Context: an optimization exercise on an open-source flow, tuned for small area and a short achievable clock period. The choices shown serve that exercise and are no tape-out recipe.
Only simulation tests tie the RTL to the original design; equivalence was not proved.
No activity file was given, so power comes from the tool's default toggle rates.

==> design.v <==
module data_memory_ws #(
    parameter int unsigned DEPTH       = 64,
    parameter int unsigned BASE_ADDR   = 1024,
    parameter int unsigned WAIT_CYCLES = 2
) (
    input  logic        clk,
    input  logic        rst,
    input  logic        MEM_R_EN,
    input  logic        MEM_W_EN,
    input  logic [1:0]  MEM_SIZE,
    input  logic [31:0] alu_res,
    input  logic [31:0] rm_val,
    output logic [31:0] data_mem,
    output logic        mem_ready,
    output logic        mem_busy,
    output logic        addr_err
);
    localparam int unsigned IdxW = (DEPTH > 1) ? $clog2(DEPTH) : 1;
    localparam logic [31:0] Base = 32'(BASE_ADDR);
    localparam logic [31:0] Top  = 32'(BASE_ADDR) + 32'(DEPTH) * 32'd4;
    logic busy_q, s1_q, s2_q;
    logic [IdxW-1:0] idx_q;
    logic [1:0]      lo_q;
    logic [1:0]      size_q;
    logic            wr_q;
    logic            err_q;
    logic [3:0]      lane_q;
    logic [31:0]     wal_q;
    logic [1:0]  lo1_q;
    logic [1:0]  size1_q;
    logic        rd1_q;
    logic        err1_q;
    logic [31:0] rword_q;
    logic                   valid_q;
    logic [DEPTH-1:0][31:0] mem_q;
    logic req, accept;
    logic in_range, misaligned;
    logic [31:0] off;
    assign req    = MEM_R_EN | MEM_W_EN;
    assign accept = !busy_q && req;
    assign off      = alu_res - Base;
    assign in_range = (alu_res >= Base) && (alu_res < Top);
    always_comb begin
        case (MEM_SIZE)
            2'b10:   misaligned = 1'b0;
            2'b01:   misaligned = alu_res[0];
            default: misaligned = (alu_res[1:0] != 2'b00);
        endcase
    end
    logic [3:0]  lane;
    logic [31:0] wal;
    always_comb begin
        case (MEM_SIZE)
            2'b10:   lane = 4'b0001 << alu_res[1:0];
            2'b01:   lane = alu_res[1] ? 4'b1100 : 4'b0011;
            default: lane = 4'b1111;
        endcase
        case (MEM_SIZE)
            2'b10:   wal = {4{rm_val[7:0]}};
            2'b01:   wal = {2{rm_val[15:0]}};
            default: wal = rm_val;
        endcase
    end
    always_ff @(posedge clk) begin
        idx_q   <= off[IdxW+1:2];
        lo_q    <= alu_res[1:0];
        size_q  <= MEM_SIZE;
        wr_q    <= MEM_W_EN;
        err_q   <= !in_range || misaligned;
        lane_q  <= lane;
        wal_q   <= wal;
    end
    always_ff @(posedge clk or posedge rst) begin
        if (rst) begin
            busy_q    <= 1'b0;
            s1_q      <= 1'b0;
            s2_q      <= 1'b0;
            mem_ready <= 1'b0;
            addr_err  <= 1'b0;
        end else begin
            busy_q    <= accept || (busy_q && !mem_ready);
            s1_q      <= accept;
            s2_q      <= s1_q;
            mem_ready <= s2_q;
            addr_err  <= s2_q && err1_q;
        end
    end
    assign mem_busy = busy_q;
    logic [DEPTH-1:0] sel_q;
    always_comb begin
        for (int w = 0; w < int'(DEPTH); w++) begin
            sel_q[w] = (idx_q == IdxW'(w));
        end
    end
    logic [31:0] rd_word;
    for (genvar b = 0; b < 32; b++) begin : g_rd
        logic [DEPTH-1:0] col;
        for (genvar w = 0; w < int'(DEPTH); w++) begin : g_col
            assign col[w] = mem_q[w][b];
        end
        data_memory_ws_rd64 u_rd (.sel(sel_q), .d(col), .y(rd_word[b]));
    end
    always_ff @(posedge clk) begin
        rword_q <= rd_word;
        lo1_q   <= lo_q;
        size1_q <= size_q;
        rd1_q   <= !wr_q;
        err1_q  <= err_q;
    end
    logic [31:0] rd_data;
    always_comb begin
        case (size1_q)
            2'b10:   rd_data = {24'h0, rword_q[{lo1_q, 3'b000} +: 8]};
            2'b01:   rd_data = {16'h0, rword_q[{lo1_q[1], 4'b0000} +: 16]};
            default: rd_data = rword_q;
        endcase
    end
    always_ff @(posedge clk or posedge rst) begin
        if (rst) begin
            data_mem <= '0;
        end else if (s2_q && rd1_q) begin
            data_mem <= (err1_q || !valid_q) ? 32'h0 : rd_data;
        end
    end
    logic do_wr;
    assign do_wr = s1_q && wr_q && !err_q;
    logic [31:0]            wdl;
    logic [3:0]             lanec;
    logic [DEPTH-1:0]       selc;
    logic [DEPTH-1:0][3:0]  hold;
    logic [DEPTH-1:0][31:0] mem_d;
    logic                   clr;
    assign clr = do_wr && !valid_q;
    always_comb begin
        for (int b = 0; b < 32; b++) begin
            wdl[b] = do_wr && lane_q[b / 8] && wal_q[b];
        end
        for (int l = 0; l < 4; l++) begin
            lanec[l] = do_wr && (lane_q[l] || !valid_q);
        end
        for (int w = 0; w < int'(DEPTH); w++) begin
            selc[w] = sel_q[w] || clr;
        end
    end
    for (genvar w = 0; w < int'(DEPTH); w++) begin : g_w
        for (genvar l = 0; l < 4; l++) begin : g_l
            data_memory_ws_nand2 u_hold (.a(selc[w]), .b(lanec[l]), .y(hold[w][l]));
        end
        for (genvar b = 0; b < 32; b++) begin : g_b
            data_memory_ws_upd u_upd (
                .ld  (sel_q[w]),
                .wd  (wdl[b]),
                .hold(hold[w][b / 8]),
                .q   (mem_q[w][b]),
                .d   (mem_d[w][b])
            );
        end
    end
    always_ff @(posedge clk) begin
        mem_q <= mem_d;
    end
    always_ff @(posedge clk or posedge rst) begin
        if (rst) begin
            valid_q <= '0;
        end else begin
            if (do_wr) valid_q <= 1'b1;
        end
    end
endmodule
module data_memory_ws_upd (
    input  logic ld,
    input  logic wd,
    input  logic hold,
    input  logic q,
    output logic d
);
    assign d = (ld & wd) | (hold & q);
endmodule
module data_memory_ws_rd64 (
    input  logic [63:0] sel,
    input  logic [63:0] d,
    output logic        y
);
    logic [21:0] n1;
    logic [5:0]  p2;
    logic [2:0]  n3;
    for (genvar i = 0; i < 21; i++) begin : g_aoi3
        data_memory_ws_aoi222 u (
            .a1(sel[3*i]),   .a2(d[3*i]),
            .b1(sel[3*i+1]), .b2(d[3*i+1]),
            .c1(sel[3*i+2]), .c2(d[3*i+2]),
            .y(n1[i])
        );
    end
    data_memory_ws_nand2 u_last (.a(sel[63]), .b(d[63]), .y(n1[21]));
    for (genvar i = 0; i < 5; i++) begin : g_nand4
        data_memory_ws_nand4 u (.a(n1[4*i]), .b(n1[4*i+1]), .c(n1[4*i+2]), .d(n1[4*i+3]),
                                .y(p2[i]));
    end
    data_memory_ws_nand2 u_nand2 (.a(n1[20]), .b(n1[21]), .y(p2[5]));
    for (genvar i = 0; i < 3; i++) begin : g_nor2
        data_memory_ws_nor2 u (.a(p2[2*i]), .b(p2[2*i+1]), .y(n3[i]));
    end
    data_memory_ws_nand3 u_nand3 (.a(n3[0]), .b(n3[1]), .c(n3[2]), .y(y));
endmodule
module data_memory_ws_aoi222 (
    input  logic a1, a2, b1, b2, c1, c2,
    output logic y
);
    assign y = !((a1 & a2) | (b1 & b2) | (c1 & c2));
endmodule
module data_memory_ws_nand4 (
    input  logic a, b, c, d,
    output logic y
);
    assign y = !(a & b & c & d);
endmodule
module data_memory_ws_nand2 (
    input  logic a, b,
    output logic y
);
    assign y = !(a & b);
endmodule
module data_memory_ws_nor2 (
    input  logic a, b,
    output logic y
);
    assign y = !(a | b);
endmodule
module data_memory_ws_nand3 (
    input  logic a, b, c,
    output logic y
);
    assign y = !(a & b & c);
endmodule
==> flow/run.sh <==
#!/bin/bash
# The standard layout with these changes to how it is made (the constraints are the design's):
# * timing repair aims at a 3 ns clock instead of the design's period, so it keeps improving
#   paths that already meet it;
# * clock tree synthesis inserts no dummy loads;
# * ports are buffered with buf_2 instead of the default delay-buffer cell;
# * after placement, each output's flip-flop is moved next to the output's buffer
#   (flow/move_out.tcl), so the flip-flop does not drive a long wire to the port.
set -euo pipefail
ARGS=(SETUP_SLACK_MARGIN=7
  "CTS_ARGS=-sink_clustering_enable -repair_clock_nets -sink_clustering_size 28 -sink_clustering_max_diameter 100 -dont_use_dummy_load"
  "BUFFER_PORTS_ARGS=-buffer_cell sky130_fd_sc_hd__buf_2")
bash standard.sh "${ARGS[@]}" place > standard_place.log 2>&1
PLACE_ODB=orfs/results/sky130hd/data_memory_ws/base/3_place.odb openroad -no_init -exit flow/move_out.tcl > move_out.log 2>&1
bash standard.sh "${ARGS[@]}" finish > standard_finish.log 2>&1
==> flow/move_out.tcl <==
# Place each output port's flip-flop, and the cells that read that flip-flop, at the port's
# buffer, then legalize. The flip-flop then drives a short net to the buffer, and the long net, if
# any, is on its input side.
read_db $::env(PLACE_ODB)
set block [ord::get_db_block]
set moved 0
foreach bt [$block getBTerms] {
  if {[$bt getIoType] ne "OUTPUT"} { continue }
  set net [$bt getNet]
  set buf ""
  foreach it [$net getITerms] { if {[$it isOutputSignal]} { set buf [$it getInst] } }
  if {$buf eq ""} { continue }
  set bnet ""
  foreach it [$buf getITerms] { if {[$it isInputSignal]} { set bnet [$it getNet] } }
  if {$bnet eq ""} { continue }
  set ff ""
  foreach it [$bnet getITerms] { if {[$it isOutputSignal]} { set ff [$it getInst] } }
  if {$ff eq "" || ![[$ff getMaster] isSequential]} { continue }
  set loc [$buf getLocation]
  set group [list $ff]
  foreach it [$bnet getITerms] {
    set i [$it getInst]
    if {$i ne $buf && $i ne $ff && [$it isInputSignal]} { lappend group $i }
  }
  foreach i $group {
    $i setLocation [lindex $loc 0] [lindex $loc 1]
    $i setPlacementStatus PLACED
    incr moved
  }
}
puts "moved $moved cells"
detailed_placement
check_placement -verbose
write_db $::env(PLACE_ODB)
==> standard.sh <==
#!/bin/bash
# synth_recipe.tcl (not shown) runs the flow's synth.tcl, then flattens the netlist and writes it again
# the make line also repeats each setting of config.mk as NAME=value (left out here)
make -C /OpenROAD-flow-scripts/flow DESIGN_CONFIG=/design/flow/config.mk WORK_HOME=/design/flow/orfs CLKGATE_MAP_FILE= SYNTH_SCRIPT=/design/flow/synth_recipe.tcl "${@:-finish}"
==> config.mk <==
export PLATFORM = sky130hd
export DESIGN_NAME = data_memory_ws
export DESIGN_NICKNAME = data_memory_ws
export VERILOG_FILES = /design/flow/design.v
export SDC_FILE = /design/flow/constraint.sdc
export NUM_CORES = 4
export LEC_CHECK = 0
export CAP_MARGIN = 20
export CORE_MARGIN = 2
export CORE_UTILIZATION = 50
export CTS_CLUSTER_DIAMETER = 100
export CTS_CLUSTER_SIZE = 28
export PLACE_DENSITY = 0.8
export SLEW_MARGIN = 20
export SYNTH_HIERARCHICAL = 1
==> constraint.sdc <==
create_clock -name core_clock -period 10.0 [get_ports {clk}]
set_input_delay 2.0000 -clock core_clock [delete_from_list [all_inputs] [get_ports {clk}]]
set_output_delay 2.0000 -clock core_clock [all_outputs]
set_load 0.01 [all_outputs]
==> results.yml, run 1 <==
sta:
  clock_skew_ns: 0.0987
  relSlewSlack_pct: 11.3
  rsz0062_at_grt: "true"
  report.final.slew_viol_count: 0
  fin_tns_setup_ns: 0
  tightestPinTransition_ns: 1.32
  finalCriticalPeriod_ns: 3.34
  fmax_mhz: 300
  setup_viol: 0
  hold_violations: 0
  timing.final.crit_share_pct: 33.4
  hold_ws_ns: 0.355
job:
  drv_cap: 0
floorplanning:
  die_h_um: 387
  coreArea_mm2: 0.146
  die_area_mm2: 0.150
  fp.dieW_um: 387
  io-pin-count: 105
  initial_utilization_pct: 50.4
  fp-row-count: 140
setup_path:
  setup.worst_path.start_class: "flip-flop"
  crit_cells: 1
  required_ns: 8.00
  r2r_cells: 8
  crit_family: "flip-flops"
  crit_chain: "buf_2"
  cp-end-kind: "output port"
  crit_fanout: 2
  crit_slowest_cell: "dfrtp_1"
  worst_path_largest_cell_delay_ns: 0.42
  cp.arrival_ns: 1.34
  crit_type: "reg2out"
  path_buf_inv: 1
placement:
  portBuffers: 104
  gp_congestion: 0.970
  placed_cells: 8025
  hpwlAfterDp_um: 150000
cts:
  cts_max_level: 3
  clk-insertion-delay-late_ns: 0.79
  holdBufCountCts: 0
  clkSlewWorstSetupHoldPaths_ns: 0.11
  cts_made_buffers: 87
  cts_tree: "built"
  clkSinkCount: 2172
  cts_root_buffer: "clkbuf_16"
  clockBufferDepth: 3
drt:
  drt-pass1-iter-count: 12
  drc: 0
  via_count: 61200
  final_antenna_net_count: 0
  via_per_inst: 7.47
  dr.first_iter.drc_count: 11700
  avgRoutedWirePerCell_um: 30.6
  wl_um: 251000
yosys:
  synth-compound-area-share_pct: 34.9
  avgSynthCellArea_um2: 12.4
  yosysUniqueCellTypes: 43
  yosysSeqAreaShare_pct: 59.5
  syn-num-nets: 5996
  synthXorXnorAreaFrac_pct: 0
  synthAdderAreaFrac_pct: 0.0681
  synth_edf_count: 0
  synth-simple-area-share_pct: 4.97
  synthArstFlopShare_pct: 1.75
  synth_mux_area_share_pct: 0.313
  synth_top_family_by_area: "compound AO/OA/AOI/OAI gates"
  ys.warnings.count: 7
  netlist_area_mm2: 0.0735
  synthCells: 5922
  ys_ff_latch: 2172
  synth_ff_type: "dfxtp_1"
grt:
  grt_pass1_vias: 56700
  grt_pass1_wl_um: 365000
  grt_max_degree: 69
  overflow: 0
  antenna_found_initial: 17
  grt_usage_pct: 31.4
layout:
  area_delta_synth_final_pct: 10.5
  drive_gt1_share_pct: 9.25
  multi_input_area_mm2: 0.0305
  final_common_cell: "dfxtp_1"
  ff_latch_area_mm2: 0.0437
  final-instance-count-excl-fill: 8198
  nFillCells: 11900
  final_net_count: 6348
  final_cell_mix: "dfxtp_1, a22o_1, a222oi_1, nand2_1, nand4_1"
power_and_ir_drop:
  ir_drop_mv: 0.165
  cellPowerDensity_mw_per_mm2: 160
  power_leakage_uw: 0.0299
min_path:
  hold_depth: 0
  hp-class: "reg2reg"
status:
  status: "no timing/DRC/antenna violations"
==> kinds of logic (layout without fill, tap and decap cells) <==
| family | after synthesis | in the layout |
|---|---|---|
| flops | 2172 | 2172 |
| fa+ha+maj | 4 | 4 |
| compound gates | 2875 | 2875 |
| other cells | 0 | 9 |
| simple gates | 800 | 801 |
| mux | 23 | 23 |
| buf+inv | 48 | 397 |
==> sequential cells by signal, indices dropped and copies added (netlist names) <==
name and cells:
mem_ready 1, mem_q 2048, data_mem 32, err_q 1
idx_q 6, busy_q 1, wr_q 1, err1_q 1
rword_q 32, lane_q 4, s2_q 1, size_q 2
wal_q 32, lo1_q 2, s1_q 1, size1_q 2
rd1_q 1, addr_err 1, lo_q 2, valid_q 1
==> cell type report <==
type | count | share of cell area, %
clock buffers | 87 | 2.68
flip-flops and latches | 2172 | 53.8
repair buffers | 301 | 2.87
diodes | 9 | 0.0277
well taps | 1917 | 2.95
multi-input cells | 3703 | 37.6
inverters | 9 | 0.0462
==> final timing paths <==
kind                            slack, ns         from            to
worst min register to register       0.35      lo_q[1]      lo1_q[1]
min in group asynchronous            1.44          rst       valid_q
max in group asynchronous            7.87          rst  data_mem[27]
worst max register to register       6.82     idx_q[3]   rword_q[21]
worst max-delay path                 6.66  data_mem[1]   data_mem[1]
worst min-delay path                 0.35      lo_q[1]      lo1_q[1]
==> per-stage QoR <==
step           instance area (um2)  power (uW)  utilization [%]  worst slack (ns)
2_1_floorplan                73700        8960                -              7.02
3_3_place_gp                 77700        9030             53.3              6.30
3_5_place_dp                 77700        9040             53.3              6.20
4_1_cts                      80600       13000             55.3              6.66
5_1_grt                      81200       13300             55.7              6.64
6_report                     81200       13000             55.7              6.66
==> cells in the mapped netlist (2+ instances only) <==
master / instances / area, um2
or2_2: 4 / 25.0
and3_1: 32 / 200
dfxtp_1: 2134 / 42700
dfrtp_1: 38 / 951
nand2_1: 374 / 1400
mux2i_1: 23 / 230
nand4_1: 162 / 1010
o21ai_0: 94 / 470
ha_1: 4 / 50.1
clkbuf_1: 27 / 101
and2b_1: 4 / 30.0
buf_2: 2 / 10.0
nor4_1: 4 / 25.0
clkbuf_2: 2 / 10.0
a21o_1: 3 / 22.5
a22o_1: 2067 / 18100
nand3_1: 38 / 190
a22oi_1: 11 / 82.6
buf_6: 4 / 45.0
buf_1: 3 / 11.3
a22o_2: 6 / 60.1
nor2b_1: 3 / 18.8
o21ai_1: 6 / 30.0
nand2_2: 2 / 12.5
nand2b_1: 4 / 25.0
inv_1: 8 / 30.0
nor2_1: 165 / 619
o22a_1: 7 / 61.3
a22oi_2: 4 / 50.1
a222oi_1: 672 / 6730
a21oi_1: 3 / 15.0
==> report_power, final <==
group | switching [uW] | internal [uW] | total, uW
registers | 17.3 | 8670 | 8680
logic | 143 | 51.7 | 195
clock network | 2570 | 1570 | 4140
total | 2730 | 10300 | 13000
==> routing by layer <==
layer	routed length (um)	track usage, %	vias up
li1	-	-	26100
met1	97600	42.7	30200
met3	33300	9.23	681
met2	105000	45.3	4231
met4	14400	15.9	16
met5	96	0	-
==> modules after synthesis, one instance, submodules excluded, a selection <==
| module | cells | copies in the design | cell area, um2 |
|---|---|---|---|
| data_memory_ws | 2594 | 1 | 46100 |
| data_memory_ws_aoi222 | 1 | 672 | 10.0 |
| data_memory_ws_upd | 1 | 2048 | 8.76 |
| data_memory_ws_nand4 | 1 | 160 | 6.26 |
| data_memory_ws_nand3 | 1 | 32 | 5.00 |
| data_memory_ws_nand2 | 1 | 320 | 3.75 |
| data_memory_ws_nor2 | 1 | 96 | 3.75 |
==> what timing repair did <==
item,4_1_cts,5_1_grt
gates cloned,1,2
setup endpoints to repair,879,355
gates resized for setup,122,69
setup buffers,43,31
pin swaps,35,37
==> worst register-to-register path, stage by stage, from the launching register on <==
cell,delay (ns)
dfxtp_4,0.44
and2b_4,0.27
nand2_8,0.14
nor2_4,0.06
buf_6,0.24
a222oi_1,0.69
nand4_1,0.69
nor2_4,0.41
nand3_1,0.12
==> run 2, diff against run 1 <==
--- a/config.mk
+++ b/config.mk
@@ -10,6 +10,6 @@
 export CORE_UTILIZATION = 50
 export CTS_CLUSTER_DIAMETER = 100
 export CTS_CLUSTER_SIZE = 28
-export PLACE_DENSITY = 0.8
+export PLACE_DENSITY = 0.7
 export SLEW_MARGIN = 20
 export SYNTH_HIERARCHICAL = 1
==> run 2 against run 1 <==
Against the previous run:
- non-clock buffer count increased by 17
- first-iteration DRC count decreased by 7.7%
- clock-buffer cell count increased by 1
- utilization increased by 0.27 points
- total power increased by 0.54%
- sequential power about the same
- clock skew decreased by 0.0096 ns
- maximum frequency decreased by 0.44%
- global-route usage increased by 1.7 points
- worst setup slack got worse by 0.015 ns
- routed wire length increased by 4.5%
- via count decreased by 0.27%
- critical path type unchanged
- largest power group unchanged
==> results.yml, run 2 <==
yosys:
  yosys.area.top_type: "dfxtp_1"
  synth.area.top_cells: "dfxtp_1, a22o_1, a222oi_1, nand2_1, nand4_1"
  synth.most_common_cell: "dfxtp_1"
  ys_ff_latch: 2172
  netlist_area_mm2: 0.0735
  yosysSeqAreaShare_pct: 59.5
  synth.top_cell.area_share_pct: 58.2
  synth_edf_count: 0
  synthCells: 5922
  syn-num-nets: 5996
  synthArstFlopShare_pct: 1.75
  yosysUniqueCellTypes: 43
  ys.warnings.count: 7
  synth_ff_type: "dfxtp_1"
  synth_common_cells: "dfxtp_1, a22o_1, a222oi_1"
  avgSynthCellArea_um2: 12.4
grt:
  overflow: 0
  grt_max_degree: 69
  grt_usage_pct: 33.1
  busiest_layer: "met2"
  grt_pass1_vias: 56200
  grt_use_met2_pct: 48.2
  grt_use_met3_pct: 8.48
  use_met1_pct: 45.1
  antenna_found_initial: 15
  grt_pass1_wl_um: 380000
sta:
  timing.final.crit_share_pct: 33.5
  finalCriticalPeriod_ns: 3.35
  fin_ws_ns: 6.65
  fmax_mhz: 298
  setup_viol: 0
  relSlewSlack_pct: 25.8
  tightestPinTransition_ns: 1.11
  clock_skew_ns: 0.0890
  report.final.slew_viol_count: 0
  hold_violations: 0
  rsz0062_at_grt: "true"
  fin_tns_setup_ns: 0
layout:
  drive_gt1_share_pct: 9.63
  final_net_count: 6372
  multi_input_area_mm2: 0.0306
  area_delta_synth_final_pct: 11.1
  largest_register_ffs: 2048
  final_common_cell: "dfxtp_1"
  top_register: "mem_q"
  ff_latch_area_mm2: 0.0437
  nFillCells: 12200
  final_cell_mix: "dfxtp_1, a22o_1, a222oi_1, nand2_1"
  design_area_mm2: 0.0816
setup_path:
  crit_fanout: 2
  path_buf_inv: 1
  worst_path_largest_cell_delay_ns: 0.42
  cp-end-kind: "output port"
  crit_family: "flip-flops"
  required_ns: 8.00
  crit_type: "reg2out"
  crit_slowest_cell: "dfrtp_1"
  setup.worst_path.start_class: "flip-flop"
  crit_chain: "buf_6"
  cp.arrival_ns: 1.35
floorplanning:
  coreArea_mm2: 0.146
  fp.dieW_um: 387
  fp-row-count: 140
  io-pin-count: 105
  die_area_mm2: 0.150
  initial_utilization_pct: 50.4
  die_h_um: 387
drt:
  final_antenna_net_count: 0
  via_per_inst: 7.43
  via_count: 61000
  drt-pass1-iter-count: 8
  avgRoutedWirePerCell_um: 31.8
  dr.first_iter.drc_count: 10800
  drc: 0
  wl_um: 262000
power_and_ir_drop:
  ir_drop_mv: 0.148
  cellPowerDensity_mw_per_mm2: 160
  power_leakage_uw: 0.0300
cts:
  holdBufCountCts: 0
  clockBufferDepth: 3
  clkSinkCount: 2172
  clk-insertion-delay-late_ns: 0.76
  cts_tree: "built"
  cts_root_buffer: "clkbuf_16"
  cts_made_buffers: 88
  clkSlewWorstSetupHoldPaths_ns: 0.12
  cts_max_level: 3
placement:
  hpwlAfterDp_um: 159000
  portBuffers: 104
  gp_congestion: 0.935
  post_dp_cell_area_mm2: 0.0778
  dp_worst_setup_slack_ns: 6.09
job:
  drv_cap: 0
min_path:
  hp-class: "reg2reg"
status:
  status: "no timing/DRC/antenna violations"
[run 2: cell counts after synthesis]
Identical to the previous run, type by type.
[run 2: logic make-up after synthesis]
family                   count (synthesis)  synth area share (%)
AO/OA/AOI/OAI                         2875                  34.9
flip-flops                            2172                  59.5
buffers and inverters                   48                 0.298
multiplexers                            23                 0.313
AND/OR/NAND/NOR                        800                  4.97
adder cells (fa/ha/maj)                  4                0.0681
[run 2: Yosys stat by module (local to each module, per instance), a selection]
| module | flip-flops and latches | times used | area (um2) | cells inside |
|---|---|---|---|---|
| data_memory_ws | 2172 | 1 | 46100 | 2594 |
| data_memory_ws_aoi222 | 0 | 672 | 10.0 | 1 |
| data_memory_ws_upd | 0 | 2048 | 8.76 | 1 |
| data_memory_ws_nand4 | 0 | 160 | 6.26 | 1 |
| data_memory_ws_nand3 | 0 | 32 | 5.00 | 1 |
| data_memory_ws_nand2 | 0 | 320 | 3.75 | 1 |
| data_memory_ws_nor2 | 0 | 96 | 3.75 | 1 |
[run 2: report_power, final]
part           total (uW)  internal, uW  switching, uW
Combinational         209          56.9            152
Clock                4200          1590           2610
Sequential           8680          8670           16.1
Total               13100         10300           2780
[run 2: timing repair]
item / in CTS / in global routing
setup buffers: 42 / 29
cloned: 9 / 2
resized for setup: 131 / 78
pin swaps: 38 / 41
setup endpoints to repair: 1046 / 912
[run 2: area by class of cell]
cell class / instances / area share, %
Clock buffer: 88 / 2.70
Timing Repair Buffer: 318 / 3.24
Antenna cell: 6 / 0.0184
Inverter: 9 / 0.0460
Tap cell: 1917 / 2.94
Multi-Input combinational cell: 3709 / 37.5
Sequential cell: 2172 / 53.6
[run 2: final timing paths]
kind                                end         from  depth (start not counted)  slack (ns)
max in group asynchronous  data_mem[28]          rst                          2        7.90
min                          size1_q[0]    size_q[0]                          0        0.34
min in group asynchronous     mem_ready          rst                          2        1.42
max reg2reg                 rword_q[12]     idx_q[0]                         10        6.92
min reg2reg                  size1_q[0]    size_q[0]                          0        0.34
max                         data_mem[0]  data_mem[0]                          1        6.65
[run 2: metal layers]
layer	vias up	wire [um]
met5	-	258
li1	26100	-
met4	18	15000
met1	30400	104000
met2	3937	112000
met3	586	31100
[run 2: per-stage QoR]
stage	hold slack (ns)	cells	util (%)	power (uW)
3_3_place_gp	0.316	8043	53.4	9040
6_report	0.343	8219	56.0	13100
3_5_place_dp	0.313	8043	53.4	9050
5_1_grt	0.339	8213	56.0	13400
2_1_floorplan	0.310	5922	-	8960
4_1_cts	0.344	8182	55.6	13100
==> run 3, diff against run 2 <==
--- a/flow/run.sh
+++ b/flow/run.sh
@@ -1,13 +1,13 @@
 #!/bin/bash
 # The standard layout with these changes to how it is made (the constraints are the design's):
-# * timing repair aims at a 3 ns clock instead of the design's period, so it keeps improving
+# * timing repair aims at a 3.15 ns clock instead of the design's period, so it keeps improving
 #   paths that already meet it;
 # * clock tree synthesis inserts no dummy loads;
 # * ports are buffered with buf_2 instead of the default delay-buffer cell;
 # * after placement, each output's flip-flop is moved next to the output's buffer
 #   (flow/move_out.tcl), so the flip-flop does not drive a long wire to the port.
 set -euo pipefail
-ARGS=(SETUP_SLACK_MARGIN=7
+ARGS=(SETUP_SLACK_MARGIN=6.85
   "CTS_ARGS=-sink_clustering_enable -repair_clock_nets -sink_clustering_size 28 -sink_clustering_max_diameter 100 -dont_use_dummy_load"
   "BUFFER_PORTS_ARGS=-buffer_cell sky130_fd_sc_hd__buf_2")
 bash standard.sh "${ARGS[@]}" place > standard_place.log 2>&1
--- a/config.mk
+++ b/config.mk
@@ -10,6 +10,6 @@
 export CORE_UTILIZATION = 50
 export CTS_CLUSTER_DIAMETER = 100
 export CTS_CLUSTER_SIZE = 28
-export PLACE_DENSITY = 0.7
+export PLACE_DENSITY = 0.75
 export SLEW_MARGIN = 20
 export SYNTH_HIERARCHICAL = 1
==> run 3 against run 2 <==
Against the previous run:
- critical path depth unchanged
- design area decreased by 0.94%
- still clean
- utilization down 0.53 points
- global-route usage shrank 0.77 points
- non-clock buffer count decreased by 44
- cell count decreased by 0.44%
- worst setup slack better by 0.0074 ns
- routed wire length shrank 1.7%
- register-to-register slack worse by 0.16 ns
- first-iteration DRC count rose by 5.0%
- largest cell class unchanged
==> results.yml, run 3 <==
layout:
  largest_register_ffs: 2048
  top_register: "mem_q"
  area_delta_synth_final_pct: 10.0
  final_common_cell: "dfxtp_1"
  final_net_count: 6325
  drive_gt1_share_pct: 8.80
  final_cell_mix: "dfxtp_1, a22o_1, a222oi_1, nand2_1, nand4_1"
  nFillCells: 12100
  fin_util_pct: 55.4
drt:
  via_count: 61100
  avgRoutedWirePerCell_um: 31.4
  wl_um: 257000
  drc: 0
  final_antenna_net_count: 0
  drt-pass1-iter-count: 11
  via_per_inst: 7.47
  dr.first_iter.drc_count: 11300
power_and_ir_drop:
  power_leakage_uw: 0.0297
  ir_drop_mv: 0.132
  cellPowerDensity_mw_per_mm2: 162
status:
  status: "no timing/DRC/antenna violations"
yosys:
  synthCells: 5922
  synthArstFlopShare_pct: 1.75
  yosys.area.top_type: "dfxtp_1"
  synth.area.top_cells: "dfxtp_1, a22o_1, a222oi_1, nand2_1, nand4_1"
  synth_edf_count: 0
  ys.warnings.count: 7
  yosysSeqAreaShare_pct: 59.5
  yosysUniqueCellTypes: 43
  synth_common_cells: "dfxtp_1, a22o_1, a222oi_1"
  ys_ff_latch: 2172
  syn-num-nets: 5996
  netlist_area_mm2: 0.0735
  avgSynthCellArea_um2: 12.4
  synth.most_common_cell: "dfxtp_1"
  synth_ff_type: "dfxtp_1"
  synth.top_cell.area_share_pct: 58.2
sta:
  hold_violations: 0
  fmax_mhz: 299
  setup_viol: 0
  report.final.slew_viol_count: 0
  fin_tns_setup_ns: 0
  timing.final.crit_share_pct: 33.4
  relSlewSlack_pct: 14.8
  finalCriticalPeriod_ns: 3.34
  clock_skew_ns: 0.0933
  hold_ws_ns: 0.332
  tightestPinTransition_ns: 1.27
  rsz0062_at_grt: "true"
floorplanning:
  io-pin-count: 105
  fp-row-count: 140
  die_h_um: 387
  coreArea_mm2: 0.146
  initial_utilization_pct: 50.4
  fp.dieW_um: 387
  die_area_mm2: 0.150
cts:
  clkSinkCount: 2172
  cts_tree: "built"
  cts_root_buffer: "clkbuf_16"
  clockBufferDepth: 3
  clkSlewWorstSetupHoldPaths_ns: 0.11
  cts_max_level: 3
  clk-insertion-delay-late_ns: 0.77
  cts_made_buffers: 88
grt:
  grt_usage_pct: 32.3
  antenna_found_initial: 19
  overflow: 0
  grt_max_degree: 68
  grt_pass1_vias: 56500
  grt_pass1_wl_um: 374000
setup_path:
  setup.worst_path.start_class: "flip-flop"
  crit_type: "reg2out"
  crit_fanout: 2
  required_ns: 8.00
  crit_chain: "buf_6"
  path_buf_inv: 1
  crit_family: "flip-flops"
  cp.arrival_ns: 1.34
  cp-end-kind: "output port"
  worst_path_largest_cell_delay_ns: 0.41
  crit_slowest_cell: "dfrtp_1"
min_path:
  hp-class: "reg2reg"
placement:
  hpwlAfterDp_um: 158000
  portBuffers: 104
  gp_congestion: 0.942
job:
  drv_cap: 0
==> run 3: per-layer routing <==
metal | GRT usage (%) | wire length, um | vias to the layer above
li1 | - | - | 26000
met1 | 44.3 | 101000 | 30200
met2 | 45.7 | 106000 | 4222
met3 | 8.68 | 33600 | 669
met4 | 18.9 | 16400 | 20
met5 | 0.606 | 282 | -
==> run 3: report_power, final <==
group / leakage (uW) / internal (uW) / switching, uW
Clock: 0.00108 / 1590 / 2600
Combinational: 0.0109 / 44.6 / 144
Sequential: 0.0177 / 8670 / 18.4
Total: 0.0297 / 10300 / 2760
==> run 3: cells by family (layout without fill, tap and decap cells) <==
family,Yosys count,after routing,synth area share [%]
fa+ha+maj,4,4,0.0681
simple gates,800,804,4.97
other cells,0,17,0
mux,23,23,0.313
flops,2172,2172,59.5
buf+inv,48,371,0.298
compound gates,2875,2875,34.9
==> run 3: cell type report <==
cell class                      instances  area (um2)  share of cell area, %
Antenna cell                           17        42.5                 0.0526
Inverter                                9        35.0                 0.0434
Tap cell                             1917        2400                   2.97
Sequential cell                      2172       43700                   54.0
Clock buffer                           88        2200                   2.72
Timing Repair Buffer                  274        1960                   2.42
Multi-Input combinational cell       3706       30500                   37.7
==> run 3: Yosys stat by module (local to each module, per instance), excerpt <==
module                 times used  cells  flops+latches
data_memory_ws_upd           2048      1              0
data_memory_ws_nand3           32      1              0
data_memory_ws                  1   2594           2172
data_memory_ws_nor2            96      1              0
data_memory_ws_nand4          160      1              0
data_memory_ws_aoi222         672      1              0
data_memory_ws_nand2          320      1              0
==> run 3: path summary, 6_finish.rpt <==
check	startpoint	to	slack, ns	cells after the start
worst max-delay path	data_mem[0]	data_mem[0]	6.66	1
worst min-delay path	lo_q[1]	lo1_q[1]	0.33	0
worst max register to register	idx_q[0]	rword_q[7]	6.76	8
worst min register to register	lo_q[1]	lo1_q[1]	0.33	0
max in group asynchronous	rst	data_mem[2]	7.91	2
min in group asynchronous	rst	mem_ready	1.45	2
==> run 3: per-stage QoR <==
step | instance area (um2) | cells | worst slack, ns | total power, uW
6_report | 80800 | 8183 | 6.66 | 13100
5_1_grt | 80800 | 8169 | 6.63 | 13400
4_1_cts | 80300 | 8132 | 6.63 | 13100
3_5_place_dp | 77700 | 8031 | 6.37 | 9040
3_3_place_gp | 77700 | 8030 | 6.40 | 9040
2_1_floorplan | 73600 | 5922 | 6.87 | 8960
==> run 3: what timing repair did <==
action,CTS,global route
resized for setup,68,61
buffers inserted,13,29
endpoints found under the setup margin,170,556
gates cloned,0,5
pin swaps,7,31
hold buffers,0,0
==> run 4, diff against run 3 <==
--- a/design.v
+++ b/design.v
@@ -124,32 +124,21 @@
     end
     logic do_wr;
     assign do_wr = s1_q && wr_q && !err_q;
-    logic [31:0]            wdl;
-    logic [3:0]             lanec;
-    logic [DEPTH-1:0]       selc;
-    logic [DEPTH-1:0][3:0]  hold;
+    logic [DEPTH-1:0][3:0]  ld, hold;
     logic [DEPTH-1:0][31:0] mem_d;
-    logic                   clr;
-    assign clr = do_wr && !valid_q;
-    always_comb begin
-        for (int b = 0; b < 32; b++) begin
-            wdl[b] = do_wr && lane_q[b / 8] && wal_q[b];
-        end
-        for (int l = 0; l < 4; l++) begin
-            lanec[l] = do_wr && (lane_q[l] || !valid_q);
-        end
+    always_comb begin
         for (int w = 0; w < int'(DEPTH); w++) begin
-            selc[w] = sel_q[w] || clr;
+            for (int l = 0; l < 4; l++) begin
+                ld[w][l]   = do_wr && sel_q[w] && lane_q[l];
+                hold[w][l] = !(do_wr && (sel_q[w] || !valid_q) && (lane_q[l] || !valid_q));
+            end
         end
     end
     for (genvar w = 0; w < int'(DEPTH); w++) begin : g_w
-        for (genvar l = 0; l < 4; l++) begin : g_l
-            data_memory_ws_nand2 u_hold (.a(selc[w]), .b(lanec[l]), .y(hold[w][l]));
-        end
         for (genvar b = 0; b < 32; b++) begin : g_b
             data_memory_ws_upd u_upd (
-                .ld  (sel_q[w]),
-                .wd  (wdl[b]),
+                .ld  (ld[w][b / 8]),
+                .wd  (wal_q[b]),
                 .hold(hold[w][b / 8]),
                 .q   (mem_q[w][b]),
                 .d   (mem_d[w][b])
==> flow/run.sh (replaced) <==
#!/bin/bash
# The standard layout with these changes to how it is made (the constraints are the design's):
# * timing repair aims at a 3 ns clock instead of the design's period, so it keeps improving
#   paths that already meet it;
# * clock tree synthesis inserts no dummy loads;
# * ports are buffered with buf_2 instead of the default delay-buffer cell;
# * after placement, each output's flip-flop is moved next to the output's buffer
#   (flow/move_out.tcl), so the flip-flop does not drive a long wire to the port.
set -euo pipefail
ARGS=(SETUP_SLACK_MARGIN=7
  "CTS_ARGS=-sink_clustering_enable -repair_clock_nets -sink_clustering_size 28 -sink_clustering_max_diameter 100 -dont_use_dummy_load"
  "BUFFER_PORTS_ARGS=-buffer_cell sky130_fd_sc_hd__buf_2")
bash standard.sh "${ARGS[@]}" place > standard_place.log 2>&1
PLACE_ODB=orfs/results/sky130hd/data_memory_ws/base/3_place.odb openroad -no_init -exit flow/move_out.tcl > move_out.log 2>&1
bash standard.sh "${ARGS[@]}" finish > standard_finish.log 2>&1
--- a/config.mk
+++ b/config.mk
@@ -10,6 +10,5 @@
 export CORE_UTILIZATION = 50
 export CTS_CLUSTER_DIAMETER = 100
 export CTS_CLUSTER_SIZE = 28
-export PLACE_DENSITY = 0.75
 export SLEW_MARGIN = 20
 export SYNTH_HIERARCHICAL = 1
==> run 4 against run 3 <==
Against the previous run:
- global-route usage increased by 3.7 points
- highest routed layer unchanged
- non-clock buffer count up 13
- die area is 2.1% higher
==> results.yml, run 4 <==
status:
  status: "no timing/DRC/antenna violations"
drt:
  via_per_inst: 7.40
  avgRoutedWirePerCell_um: 34.0
  wl_um: 288000
  dr.first_iter.drc_count: 11000
  drc: 0
  final_antenna_net_count: 0
  drt-pass1-iter-count: 10
  via_count: 62800
setup_path:
  r2r_slack_ns: 6.75
  crit_family: "flip-flops"
  worstSetupEndpoint: "data_mem[16]"
  cp.arrival_ns: 1.31
  crit_cells: 1
  setup.worst_path.start_class: "flip-flop"
  startpoint: "data_mem[16]"
  worst_path_largest_cell_delay_ns: 0.43
  required_ns: 8.00
  r2r_cells: 8
  crit_slowest_cell: "dfrtp_1"
  path_buf_inv: 1
  crit_fanout: 2
  cp-end-kind: "output port"
  crit_chain: "buf_2"
  r2r-start: "idx_q[2]"
  crit_type: "reg2out"
  r2r-end: "rword_q[22]"
power_and_ir_drop:
  p_int_uw: 10300
  p_comb_share_pct: 3.1
  cellPowerDensity_mw_per_mm2: 165
  pwr-share-clk_pct: 31.2
  p_sw_share_pct: 23.9
  p_seq_share_pct: 65.8
  ir_drop_mv: 0.121
  power_leakage_uw: 0.0314
  p_sw_uw: 3250
grt:
  grt_usage_pct: 36.1
  antenna_found_initial: 33
  grt_pass1_wl_um: 413000
  grt_pass1_vias: 58400
  overflow: 0
  grt_max_degree: 72
sta:
  hold_violations: 0
  finalCriticalPeriod_ns: 3.31
  rsz0062_at_grt: "true"
  fmax_mhz: 302
  timing.final.crit_share_pct: 33.1
  setup_viol: 0
  report.final.slew_viol_count: 0
  fin_tns_setup_ns: 0
  clock_skew_ns: 0.0438
  relSlewSlack_pct: 19.7
  tightestPinTransition_ns: 1.20
yosys:
  avgSynthCellArea_um2: 12.1
  ys_ff_latch: 2172
  synth_ff_type: "dfxtp_1"
  yosysUniqueCellTypes: 42
  synth.most_common_cell: "dfxtp_1"
  yosysSeqAreaShare_pct: 58.2
  synthCells: 6191
  synthArstFlopShare_pct: 1.75
  ys.warnings.count: 7
  synth_edf_count: 0
  yosys.area.top_type: "dfxtp_1"
  synth_common_cells: "dfxtp_1, a22o_1, a222oi_1"
  synth.top_cell.area_share_pct: 57.0
  syn-num-nets: 6265
  synth.area.top_cells: "dfxtp_1, a22o_1, a222oi_1, and3_1, nor2_1"
  netlist_area_mm2: 0.0750
floorplanning:
  fp-row-count: 142
  io-pin-count: 105
  fp.dieW_um: 391
  initial_utilization_pct: 50.2
  die_area_mm2: 0.153
  coreArea_mm2: 0.149
  die_h_um: 391
cts:
  clkSinkCount: 2172
  clockBufferDepth: 3
  cts_tree: "built"
  clk-insertion-delay-late_ns: 0.76
  cts_made_buffers: 87
  cts_root_buffer: "clkbuf_16"
  clkSlewWorstSetupHoldPaths_ns: 0.11
  cts_max_level: 3
placement:
  placed_cells: 8297
  gp_congestion: 0.913
  post_dp_cell_area_mm2: 0.0788
  hpwlAfterDp_um: 174000
  portBuffers: 104
job:
  drv_cap: 0
layout:
  nFillCells: 12700
  final-instance-count-excl-fill: 8483
  fin_util_pct: 55.0
  final_net_count: 6522
  design_area_mm2: 0.0822
  top_register: "mem_q"
  final_common_cell: "dfxtp_1"
  final_cell_mix: "dfxtp_1, a22o_1, a222oi_1, nor2_1, and3_1"
  largest_register_ffs: 2048
  drive_gt1_share_pct: 8.94
  area_delta_synth_final_pct: 9.67
min_path:
  hold_depth: 0
  hp-class: "reg2reg"
## run 4: cell count changes in the layout (fill, tap and decap cells not counted), sizes merged, moves of 3 or more
cell	before	now
and2b	4	1
and3	32	256
buf	273	287
diode	17	21
nand2	376	129
nand2b	4	13
nor2	169	420
nor2b	3	6
nor3	1	7
o21ai	100	40
## run 4: modules after synthesis, one instance, submodules excluded, excerpt
module                 copies in the design  cells inside  flops+latches  area (um2)
data_memory_ws_nor2                      96             1              0        3.75
data_memory_ws_nand3                     32             1              0        5.00
data_memory_ws_upd                     2048             1              0        8.76
data_memory_ws_nand2                     64             1              0        3.75
data_memory_ws_nand4                    160             1              0        6.26
data_memory_ws_aoi222                   672             1              0        10.0
data_memory_ws                            1          3119           2172       48600
## run 4: kinds of logic after synthesis
group | count (synthesis) | share of synthesized area, %
AO/OA/AOI/OAI | 2815 | 33.7
adder cells (fa/ha/maj) | 4 | 0.0667
buffers and inverters | 130 | 0.681
flip-flops | 2172 | 58.2
multiplexers | 23 | 0.307
AND/OR/NAND/NOR | 1047 | 6.96
## run 4: what timing repair did
item / in CTS / in global routing
endpoints found under the setup margin: 1826 / 483
resized for setup: 98 / 39
cloned: 2 / 0
hold buffers: 0 / 0
pin swaps: 23 / 32
setup buffers: 17 / 58
## run 4: layout make-up
| cell class | instances | area [um2] | share of cell area [%] |
|---|---|---|---|
| sequential | 2172 | 43800 | 53.3 |
| multi-input combinational | 3891 | 31500 | 38.3 |
| tap | 2016 | 2520 | 3.07 |
| timing repair buffer | 287 | 2180 | 2.65 |
| clock buffer | 87 | 2180 | 2.65 |
| antenna | 21 | 52.6 | 0.0639 |
| inverter | 9 | 36.3 | 0.0441 |
## run 4: worst min path at each step
stage	start	endpoint	slack [ns]
after floorplan	lo_q[0]	lo1_q[0]	0.31
after global placement	size_q[0]	size1_q[0]	0.31
after detailed placement	lo_q[1]	lo1_q[1]	0.31
after CTS	lo_q[1]	lo1_q[1]	0.34
after global routing	size_q[1]	size1_q[1]	0.36
final	size_q[1]	size1_q[1]	0.34
## run 4: power groups by stage
stage | Combinational, uW | Sequential [uW] | Clock, uW
2_1_floorplan | 111 | 9020 | 0
3_3_place_gp | 364 | 9120 | 0
3_5_place_dp | 362 | 9120 | 0
4_1_cts | 370 | 8930 | 4280
5_1_grt | 418 | 8930 | 4580
6_report | 417 | 8930 | 4230
## run 4: layer usage
layer / wire (um) / share of wire, % / vias to the layer above / track usage, %
met4: 13300 / 4.6 / 18 / 16.1
li1: - / - / 26900 / -
met2: 120000 / 42 / 4014 / 51.1
met1: 119000 / 41 / 31300 / 51.2
met3: 35300 / 12 / 559 / 9.59
met5: 114 / 0.040 / - / 0
## run 4: through the flow
stage	hold WS [ns]	worst slack, ns	total power, uW
6_report	0.339	6.69	13600
5_1_grt	0.355	6.65	13900
4_1_cts	0.338	6.67	13600
3_5_place_dp	0.314	6.09	9480
3_3_place_gp	0.311	6.10	9490
2_1_floorplan	0.310	7.00	9130
==> run 5, diff against run 4 <==
--- a/design.v
+++ b/design.v
@@ -124,21 +124,32 @@
     end
     logic do_wr;
     assign do_wr = s1_q && wr_q && !err_q;
-    logic [DEPTH-1:0][3:0]  ld, hold;
+    logic [31:0]            wdl;
+    logic [3:0]             lanec;
+    logic [DEPTH-1:0]       selc;
+    logic [DEPTH-1:0][3:0]  hold;
     logic [DEPTH-1:0][31:0] mem_d;
-    always_comb begin
+    logic                   clr;
+    assign clr = do_wr && !valid_q;
+    always_comb begin
+        for (int b = 0; b < 32; b++) begin
+            wdl[b] = do_wr && lane_q[b / 8] && wal_q[b];
+        end
+        for (int l = 0; l < 4; l++) begin
+            lanec[l] = do_wr && (lane_q[l] || !valid_q);
+        end
         for (int w = 0; w < int'(DEPTH); w++) begin
-            for (int l = 0; l < 4; l++) begin
-                ld[w][l]   = do_wr && sel_q[w] && lane_q[l];
-                hold[w][l] = !(do_wr && (sel_q[w] || !valid_q) && (lane_q[l] || !valid_q));
-            end
+            selc[w] = sel_q[w] || clr;
         end
     end
     for (genvar w = 0; w < int'(DEPTH); w++) begin : g_w
+        for (genvar l = 0; l < 4; l++) begin : g_l
+            data_memory_ws_nand2 u_hold (.a(selc[w]), .b(lanec[l]), .y(hold[w][l]));
+        end
         for (genvar b = 0; b < 32; b++) begin : g_b
             data_memory_ws_upd u_upd (
-                .ld  (ld[w][b / 8]),
-                .wd  (wal_q[b]),
+                .ld  (sel_q[w]),
+                .wd  (wdl[b]),
                 .hold(hold[w][b / 8]),
                 .q   (mem_q[w][b]),
                 .d   (mem_d[w][b])
--- a/flow/run.sh
+++ b/flow/run.sh
@@ -5,7 +5,7 @@
 # * clock tree synthesis inserts no dummy loads;
 # * ports are buffered with buf_2 instead of the default delay-buffer cell;
 # * after placement, each output's flip-flop is moved next to the output's buffer
-#   (flow/move_out.tcl), so the flip-flop does not drive a long wire to the port.
+#   (flow/move_out.tcl), and the buffer to its port, so the flip-flop does not drive a long wire.
 set -euo pipefail
 ARGS=(SETUP_SLACK_MARGIN=7
   "CTS_ARGS=-sink_clustering_enable -repair_clock_nets -sink_clustering_size 28 -sink_clustering_max_diameter 100 -dont_use_dummy_load"
==> flow/move_out.tcl (replaced) <==
# Place each output port's buffer at the port, and the port's flip-flop, with the cells that read
# that flip-flop, next to the buffer; then legalize. The flip-flop then drives a short net to the
# buffer, the buffer a short net to the port, and the long net, if any, is on the flip-flop's
# input side.
read_db $::env(PLACE_ODB)
set block [ord::get_db_block]
set core [$block getCoreArea]
set cx0 [$core xMin]; set cy0 [$core yMin]; set cx1 [$core xMax]; set cy1 [$core yMax]
set moved 0
foreach bt [$block getBTerms] {
  if {[$bt getIoType] ne "OUTPUT"} { continue }
  set net [$bt getNet]
  set buf ""
  foreach it [$net getITerms] { if {[$it isOutputSignal]} { set buf [$it getInst] } }
  if {$buf eq ""} { continue }
  set bnet ""
  foreach it [$buf getITerms] { if {[$it isInputSignal]} { set bnet [$it getNet] } }
  if {$bnet eq ""} { continue }
  set ff ""
  foreach it [$bnet getITerms] { if {[$it isOutputSignal]} { set ff [$it getInst] } }
  if {$ff eq "" || ![[$ff getMaster] isSequential]} { continue }
  set bb [$bt getBBox]
  set px [expr {([$bb xMin] + [$bb xMax]) / 2}]
  set py [expr {([$bb yMin] + [$bb yMax]) / 2}]
  set group [list $buf $ff]
  foreach it [$bnet getITerms] {
    set i [$it getInst]
    if {$i ne $buf && $i ne $ff && [$it isInputSignal]} { lappend group $i }
  }
  foreach i $group {
    set m [$i getMaster]
    set x [expr {min(max($px, $cx0), $cx1 - [$m getWidth])}]
    set y [expr {min(max($py, $cy0), $cy1 - [$m getHeight])}]
    $i setLocation $x $y
    $i setPlacementStatus PLACED
    incr moved
  }
}
puts "moved $moved cells"
detailed_placement
check_placement -verbose
write_db $::env(PLACE_ODB)
--- a/config.mk
+++ b/config.mk
@@ -10,5 +10,6 @@
 export CORE_UTILIZATION = 50
 export CTS_CLUSTER_DIAMETER = 100
 export CTS_CLUSTER_SIZE = 28
+export PLACE_DENSITY = 0.75
 export SLEW_MARGIN = 20
 export SYNTH_HIERARCHICAL = 1
==> run 5 against run 4 <==
Against the previous run:
- still clean on timing, DRC and antenna
- design area decreased by 1.7%
- worst hold slack improved by 0.0058 ns
- maximum frequency increased by 0.17%
- cell count decreased by 3.5%
- register-to-register slack improved by 0.10 ns
- utilization increased by 0.45 points
- sequential share of layout area increased by 0.74 points
- clock power decreased by 1%
- synthesized cell count decreased by 4.3%
- first-iteration DRC count decreased by 0.38%
- die area decreased by 2.0%
==> results.yml, run 5 <==
sta:
  fmax_mhz: 302
  finalCriticalPeriod_ns: 3.31
  clock_skew_ns: 0.0851
  hold_violations: 0
  tightestPinTransition_ns: 1.38
  timing.final.crit_share_pct: 33.1
  rsz0062_at_grt: "true"
  fin_tns_setup_ns: 0
  relSlewSlack_pct: 7.06
  setup_viol: 0
  report.final.slew_viol_count: 0
yosys:
  syn-num-nets: 5996
  synth.most_common_cell: "dfxtp_1"
  ys.warnings.count: 7
  avgSynthCellArea_um2: 12.4
  yosysSeqAreaShare_pct: 59.5
  ys_ff_latch: 2172
  synth_ff_type: "dfxtp_1"
  yosysUniqueCellTypes: 43
  synth_edf_count: 0
  synth.top_cell.area_share_pct: 58.2
  yosys.area.top_type: "dfxtp_1"
  synth.area.top_cells: "dfxtp_1, a22o_1, a222oi_1, nand2_1, nand4_1"
  synth_common_cells: "dfxtp_1, a22o_1, a222oi_1"
  synthArstFlopShare_pct: 1.75
  synthCells: 5922
  netlist_area_mm2: 0.0735
setup_path:
  setup.worst_path.start_class: "flip-flop"
  crit_family: "flip-flops"
  path_buf_inv: 1
  startpoint: "data_mem[17]"
  crit_slowest_cell: "dfrtp_1"
  r2r_slack_ns: 6.85
  r2r-start: "idx_q[3]"
  cp.arrival_ns: 1.31
  cp-end-kind: "output port"
  crit_chain: "buf_2"
  crit_fanout: 2
  worst_path_largest_cell_delay_ns: 0.42
  required_ns: 8.00
  crit_type: "reg2out"
  r2r-end: "mem_q[876]"
  r2r_cells: 5
power_and_ir_drop:
  ir_drop_mv: 0.121
  cellPowerDensity_mw_per_mm2: 161
  p_comb_share_pct: 1.5
  p_sw_uw: 2770
  p_seq_share_pct: 66.6
  finalPower_uw: 13000
  p_int_uw: 10300
  p_sw_share_pct: 21.2
  pwr-share-clk_pct: 32.0
  power_leakage_uw: 0.0297
cts:
  clkSlewWorstSetupHoldPaths_ns: 0.10
  cts_tree: "built"
  clockBufferDepth: 3
  cts_max_level: 3
  cts_made_buffers: 87
  holdBufCountCts: 0
  clkSinkCount: 2172
  cts_root_buffer: "clkbuf_16"
  clk-insertion-delay-late_ns: 0.77
drt:
  drc: 0
  avgRoutedWirePerCell_um: 31.4
  wl_um: 257000
  final_antenna_net_count: 0
  via_per_inst: 7.45
  drt-pass1-iter-count: 8
  via_count: 60900
  dr.first_iter.drc_count: 10900
job:
  drv_cap: 0
layout:
  nFillCells: 12100
  final-instance-count-excl-fill: 8182
  final_net_count: 6331
  design_area_mm2: 0.0809
  drive_gt1_share_pct: 9.05
  final_cell_mix: "dfxtp_1, a22o_1, a222oi_1, nand2_1, nand4_1"
  top_register: "mem_q"
  largest_register_ffs: 2048
  final_common_cell: "dfxtp_1"
  area_delta_synth_final_pct: 10.1
min_path:
  hp-start: "size_q[0]"
  hold_depth: 0
  timing.hold.worst_endpoint: "size1_q[0]"
  hp-class: "reg2reg"
floorplanning:
  fp.dieW_um: 387
  initial_utilization_pct: 50.4
  die_area_mm2: 0.150
  fp-row-count: 140
  die_h_um: 387
  io-pin-count: 105
  coreArea_mm2: 0.146
placement:
  placed_cells: 8034
  post_dp_cell_area_mm2: 0.0777
  portBuffers: 104
  gp_congestion: 0.919
  hpwlAfterDp_um: 154000
grt:
  grt_usage_pct: 32.4
  grt_pass1_vias: 56300
  grt_pass1_wl_um: 374000
  antenna_found_initial: 17
  grt_max_degree: 69
  overflow: 0
status:
  status: "no timing/DRC/antenna violations"
==> run 5: changes by cell type after synthesis, sizes merged, moves of 6 or more <==
cell    delta
and3     -224
buf        -6
clkbuf    -76
nand2    +247
nand2b     -9
nor2     -253
nor3       -6
o21ai     +60
==> run 5: power groups by stage <==
stage / logic, uW / clock network (uW) / registers, uW
2_1_floorplan: 84.4 / 0 / 8870
3_3_place_gp: 163 / 0 / 8880
3_5_place_dp: 166 / 0 / 8880
4_1_cts: 177 / 4170 / 8680
5_1_grt: 198 / 4470 / 8690
6_report: 192 / 4170 / 8690
==> run 5: cell type report <==
cell class | count | area [um2] | share of cell area (%)
Antenna cell | 10 | 25.0 | 0.0309
Inverter | 9 | 38.8 | 0.0480
Timing Repair Buffer | 282 | 2040 | 2.52
Clock buffer | 87 | 2180 | 2.69
Sequential cell | 2172 | 43700 | 54.0
Tap cell | 1917 | 2400 | 2.97
Multi-Input combinational cell | 3705 | 30500 | 37.7
==> run 5: what timing repair did <==
action / CTS / global route
endpoints found under the setup margin: 1063 / 1163
setup buffers: 18 / 28
resized for setup: 96 / 60
pin swaps: 25 / 37
cloned: 2 / 1
==> run 5: stage by stage <==
stage          worst slack [ns]  hold WS (ns)  util, %
2_1_floorplan              7.02         0.310        -
3_3_place_gp               6.38         0.321     53.3
3_5_place_dp               6.34         0.320     53.3
4_1_cts                    6.69         0.344     55.2
5_1_grt                    6.66         0.349     55.5
6_report                   6.69         0.344     55.5
==> run 5: Yosys stat by module, one instance, submodules excluded, excerpt <==
module | flops+latches | cell area (um2)
data_memory_ws | 2172 | 46100
data_memory_ws_nand3 | 0 | 5.00
data_memory_ws_upd | 0 | 8.76
data_memory_ws_nor2 | 0 | 3.75
data_memory_ws_aoi222 | 0 | 10.0
data_memory_ws_nand2 | 0 | 3.75
data_memory_ws_nand4 | 0 | 6.26
==> run 5: how the worst max path moves through the flow <==
stage	to	slack, ns	cells after the start
finish	data_mem[17]	6.69	1
global placement	rword_q[26]	6.38	8
global route	data_mem[14]	6.66	1
CTS	data_mem[13]	6.69	1
floorplan	wal_q[10]	7.02	5
detailed placement	rword_q[26]	6.34	8
==> run 5: kinds of logic (layout without fill, tap and decap cells) <==
kind of cell	Yosys count	after routing	share of synthesized area, %
flops	2172	2172	59.5
buf+inv	48	378	0.298
simple gates	800	803	4.97
fa+ha+maj	4	4	0.0681
other cells	0	10	0
mux	23	23	0.313
compound gates	2875	2875	34.9
==> run 5: metal layers <==
layer | part of all wire, % | track usage, %
met5 | 0.037 | 0
met4 | 5.9 | 18.2
met3 | 13 | 9.43
met2 | 42 | 46.6
met1 | 39 | 43.4

==> what the ideal ports hide <==
How much do the figures lean on ideal ports? The routed layouts below were timed once more, with nothing changed but the port constraints.
Step 1: set_driving_cell puts a clkbuf_16 on clk and a buf_2 on each other input, an assumption about the parent block.
Step 2 times the ports against the registers' clock, not the clock port: input delays grow and output delays shrink by t, the midpoint of the rising clock arrivals with the driver on.
Slacks: ideal ports / drivers / drivers and shift; pairs: ideal ports / drivers.
| run | t, ns | setup slack, ns | clock arrival spread, ns | pins driven straight from the clock port |
|---|---|---|---|---|
| run 1 | 0.820 | 6.663 / 6.579 / 6.485 | 0.100 / 0.099 | 1 |
| run 2 | 0.794 | 6.648 / 6.572 / 6.671 | 0.095 / 0.095 | 1 |
| run 3 | 0.803 | 6.656 / 6.576 / 6.482 | 0.095 / 0.095 | 1 |
| run 4 | 0.820 | 6.686 / 6.600 / 6.428 | 0.046 / 0.046 | 1 |
| run 5 | 0.806 | 6.691 / 6.614 / 6.468 | 0.088 / 0.089 | 1 |
After both steps setup and hold are still met in every run listed. The setup slack of run 4, which loses most, moves by -0.086 ns with the drivers and by -0.258 ns with both steps.
